What follows belongs to an exercise in optimizing a design on an open flow for small area, a short achievable clock period and few clock cycles; a production flow would make more cautious choices.
Function was checked by simulation only, so behaviour that the tests miss may differ from the original.
Power and IR drop assume default switching activity.

## exp/delta
Design buffer_recycle_pool_with_aging, start of the top module:
module buffer_recycle_pool_with_aging (
  input  wire logic                         clk,
  input  wire logic                         rst,
  input  wire logic                         in_valid,
  output logic                              in_stall,
  input  wire logic [1:0]                   operation,
  input  wire logic [15:0]                  vertex_count,
  input  wire logic [7:0]                   vertex_size,
  input  wire logic [31:0]                  handle,
  output logic                              out_valid,
  input  wire logic                         out_stall,
  output logic [3:0]                        status,
  output logic [31:0]                       out_handle,
  output logic [23:0]                       buffer_size,
  output logic [23:0]                       copy_bytes,
  output logic                              last,
  input  wire logic                         psel,
  input  wire logic                         penable,
  input  wire logic                         pwrite,
  input  wire logic [2:0]                   paddr,
  input  wire logic [31:0]                  pwdata,
  output logic [31:0]                       prdata,
  output logic                              pready
);
  localparam int FD    = 32;
  localparam int UD    = 64;
  localparam int TAG_W = 12;
  localparam logic [23:0] RESERVE_RESET   = 24'd258944;
  ...
==> flow/config.mk <==
export PLATFORM = sky130hd
export DESIGN_NAME = buffer_recycle_pool_with_aging
export DESIGN_NICKNAME = buffer_recycle_pool_with_aging
export VERILOG_FILES = /design/flow/design.v
export SDC_FILE = /design/flow/constraint.sdc
export NUM_CORES = 8
export LEC_CHECK = 0
export CAP_MARGIN = 20
export CORE_MARGIN = 2
export CORE_UTILIZATION = 40
export CTS_CLUSTER_DIAMETER = 60
export CTS_CLUSTER_SIZE = 16
export PLACE_DENSITY = 0.45
export SLEW_MARGIN = 20
export TNS_END_PERCENT = 100
==> flow/constraint.sdc <==
create_clock -name core_clock -period 10.0 [get_ports {clk}]
set_input_delay 2.0000 -clock core_clock [delete_from_list [all_inputs] [get_ports {clk}]]
set_output_delay 2.0000 -clock core_clock [all_outputs]
set_load 0.01 [all_outputs]
standard.sh (not shown) runs the stock make flow with config.mk's settings and CLKGATE_MAP_FILE= SYNTH_SCRIPT=/design/flow/synth_recipe.tcl, a recipe that flattens the netlist after the stock synthesis.
==> flow/flow/run.sh <==
#!/bin/bash
set -e
export BUFFER_PORTS_ARGS="-buffer_cell sky130_fd_sc_hd__buf_4"
export CTS_ARGS="-sink_clustering_enable -repair_clock_nets -sink_clustering_size 16 -sink_clustering_max_diameter 60 -dont_use_dummy_load -sink_clustering_buffer sky130_fd_sc_hd__clkbuf_8"
export SETUP_SLACK_MARGIN=5.4
bash standard.sh > standard.log 2>&1
Nothing crashed in exp/delta and all stages finished; the problem is that the final layout failed, the offending checks being capacitance limit, slew limit.
Testbench counts of exp/delta, summed over its fixed seeds: cycles 6,568.
Edits applied to the flow inputs when going from exp/delta to exp/yarrow:
Settings: SLEW_MARGIN now 30, was 20; CORE_UTILIZATION now 45, was 40; PLACE_DENSITY now 0.5, was 0.45; CTS_CLUSTER_DIAMETER now 70, was 60; CTS_CLUSTER_SIZE now 25, was 16.
==> flow/flow/run.sh <==
#!/bin/bash
set -e
export BUFFER_PORTS_ARGS="-buffer_cell sky130_fd_sc_hd__buf_4"
export CTS_ARGS="-sink_clustering_enable -repair_clock_nets -sink_clustering_size 25 -sink_clustering_max_diameter 70 -dont_use_dummy_load"
export SETUP_SLACK_MARGIN=5.4
bash standard.sh > standard.log 2>&1
Results
| exp/yarrow | all stages done | FAIL | slew limit |
Taking exp/yarrow over exp/delta, the clock-net power ratio works out to 1.13.
Level count of the clock H-tree in exp/yarrow is 1 below exp/delta.
Compared with exp/delta, in exp/yarrow multiplexer area fraction after synthesis neither gained nor lost much; non-clock buffer count moved up; total wire length after detailed routing lost about 5%; sequential share of layout area closely matched the old numbers.
The via count of exp/yarrow was inferior to that of exp/delta.
Summary: with exp/delta as the reference, total power consumption of the routed design in exp/yarrow moved up by a few percent.
The inputs of exp/garnet differ from those of exp/yarrow as listed below.
Settings: swapping 45 for 40 in CORE_UTILIZATION; swapping 0.5 for 0.45 in PLACE_DENSITY.
## What came out
exp/garnet: all stages complete, timing, DRC and antenna checks passed. Higher number of buffers and inverters on the critical path among exp/garnet and exp/yarrow: exp/garnet. In the tables for exp/garnet and exp/yarrow, power density over cell area reads lower with exp/yarrow. exp/garnet reports its launch point of the critical path as d_h[9] while exp/yarrow reports d_h[29]. In terms of multi-input logic portion of the cell area, exp/yarrow and exp/garnet differ only marginally. exp/garnet against exp/yarrow: shortest period the worst path allows shows an increase of 0.15 ns; total length of routed wires increased by about 4.3% relative to the old numbers; die height rose 47 microns; worst voltage drop across the vdd grid now sits lower.
Inputs modified between exp/garnet and exp/umber:
Settings: changing SLEW_MARGIN from 30 to 40; changing CAP_MARGIN from 20 to 30.
--- outcome ---
exp/garnet → exp/umber: least setup slack across all paths after layout increased by 0.26 ns relative to the old numbers; worst hold slack went up by 0.013 ns; layout multi-input combinational cell count did not really move.
Looking at utilization across exp/garnet and exp/umber, the one that comes out lower is exp/garnet.
Delta(clock-buffer cell count, exp/umber - exp/garnet) > 0
Between exp/garnet and exp/umber, the quantity of I/O buffers inserted on ports figures differ only marginally.
Taking exp/garnet as the reference, in exp/umber die area shows no meaningful change; maximum frequency up 5.1%; data arrival time of the worst path went down 0.31 ns; wire length up 7200 microns; first-pass GRT wire length closely matched the old numbers.
Relative to exp/umber, the following input files were edited for exp/ember:
Settings: changing SLEW_MARGIN from 40 to 25; changing CAP_MARGIN from 30 to 20.
==> flow/flow/run.sh <==
#!/bin/bash
set -e
export BUFFER_PORTS_ARGS="-buffer_cell sky130_fd_sc_hd__buf_4"
export CTS_ARGS="-sink_clustering_enable -repair_clock_nets -sink_clustering_size 25 -sink_clustering_max_diameter 70 -dont_use_dummy_load"
export SETUP_SLACK_MARGIN=5.2
bash standard.sh > standard.log 2>&1
Findings:
- Final routed wire length divided by cell count, exp/umber and exp/ember, higher one = exp/umber.
- Of exp/umber and exp/ember, the lower total stage count of the critical path belongs to exp/ember.
- In the tables for exp/umber and exp/ember, internal power contribution reads higher with exp/umber.
- Number of standard cells in the layout, taps in and fillers out: exp/ember < exp/umber
- The core of exp/ember is less densely filled than that of exp/umber.
- exp/ember: arrival time at the worst endpoint 0.08 ns above exp/umber
- exp/umber → exp/ember: total congestion overflow after global routing has remained practically unchanged, area occupied by multi-input gates dropped 0.0019 sq mm, worst hold slack lower.
- Setup slack came out lower on exp/ember than on exp/umber.
## Diff of input files: exp/maple against exp/ember
Settings: changing SLEW_MARGIN from 25 to 20.
==> flow/flow/run.sh <==
#!/bin/bash
set -e
export BUFFER_PORTS_ARGS="-buffer_cell sky130_fd_sc_hd__buf_4"
export CTS_ARGS="-sink_clustering_enable -repair_clock_nets -sink_clustering_size 25 -sink_clustering_max_diameter 70 -dont_use_dummy_load"
export SETUP_SLACK_MARGIN=5.4
bash standard.sh cts > standard_cts.log 2>&1
export SETUP_SLACK_MARGIN=5.7
bash standard.sh > standard.log 2>&1
[summary]
exp/maple against exp/ember: area used by multi-input combinational logic higher; via count higher; total power higher; number of max-cap violations roughly the same. exp/maple finished every step from synthesis to the final layout, and the layout passed the timing, design-rule and antenna checks. exp/maple vs exp/ember, number of setup buffers added after CTS went up by about 33%. Re total routed wirelength: exp/ember and exp/maple aren't equal, and the lower value belongs to exp/ember. When the final numbers for exp/ember and exp/maple were put side by side, the total buffers and inverters traversed by the critical path turned out to be greater in exp/maple. | worst setup slack after layout | exp/maple vs exp/ember | worse |.

-- re-timing with driven ports --
Ports are ideal in the flow. The routed layouts listed here were re-timed in OpenROAD.
Step 1, drivers: a clkbuf_16 drives clk and a buf_2 each remaining input, both assumed.
Step 2 moves the port delays by t, midway between the first and last clock arrival at a register: inputs arrive t later, outputs are due t later. That takes back most of the time a late clock gives input paths.
a / b / c = no drivers / after step 1 / after step 2; a / b = the first two.
run	shift t [ns]	setup WS [ns]	worst data-port slew with drivers (ns)	pins driven straight from the clock port
exp/delta	1.265	4.858 / 4.858 / 4.417	0.16	1
exp/yarrow	1.235	4.829 / 4.829 / 4.622	0.14	1
exp/garnet	1.260	4.674 / 4.674 / 4.294	0.18	1
exp/umber	1.257	4.932 / 4.932 / 4.356	0.18	1
exp/ember	1.269	4.886 / 4.886 / 4.475	0.14	1
exp/maple	1.248	4.780 / 4.780 / 4.177	0.28	1
The setup slack of exp/maple, which loses most, moves by 0.000 ns with the drivers and by -0.603 ns with both steps.
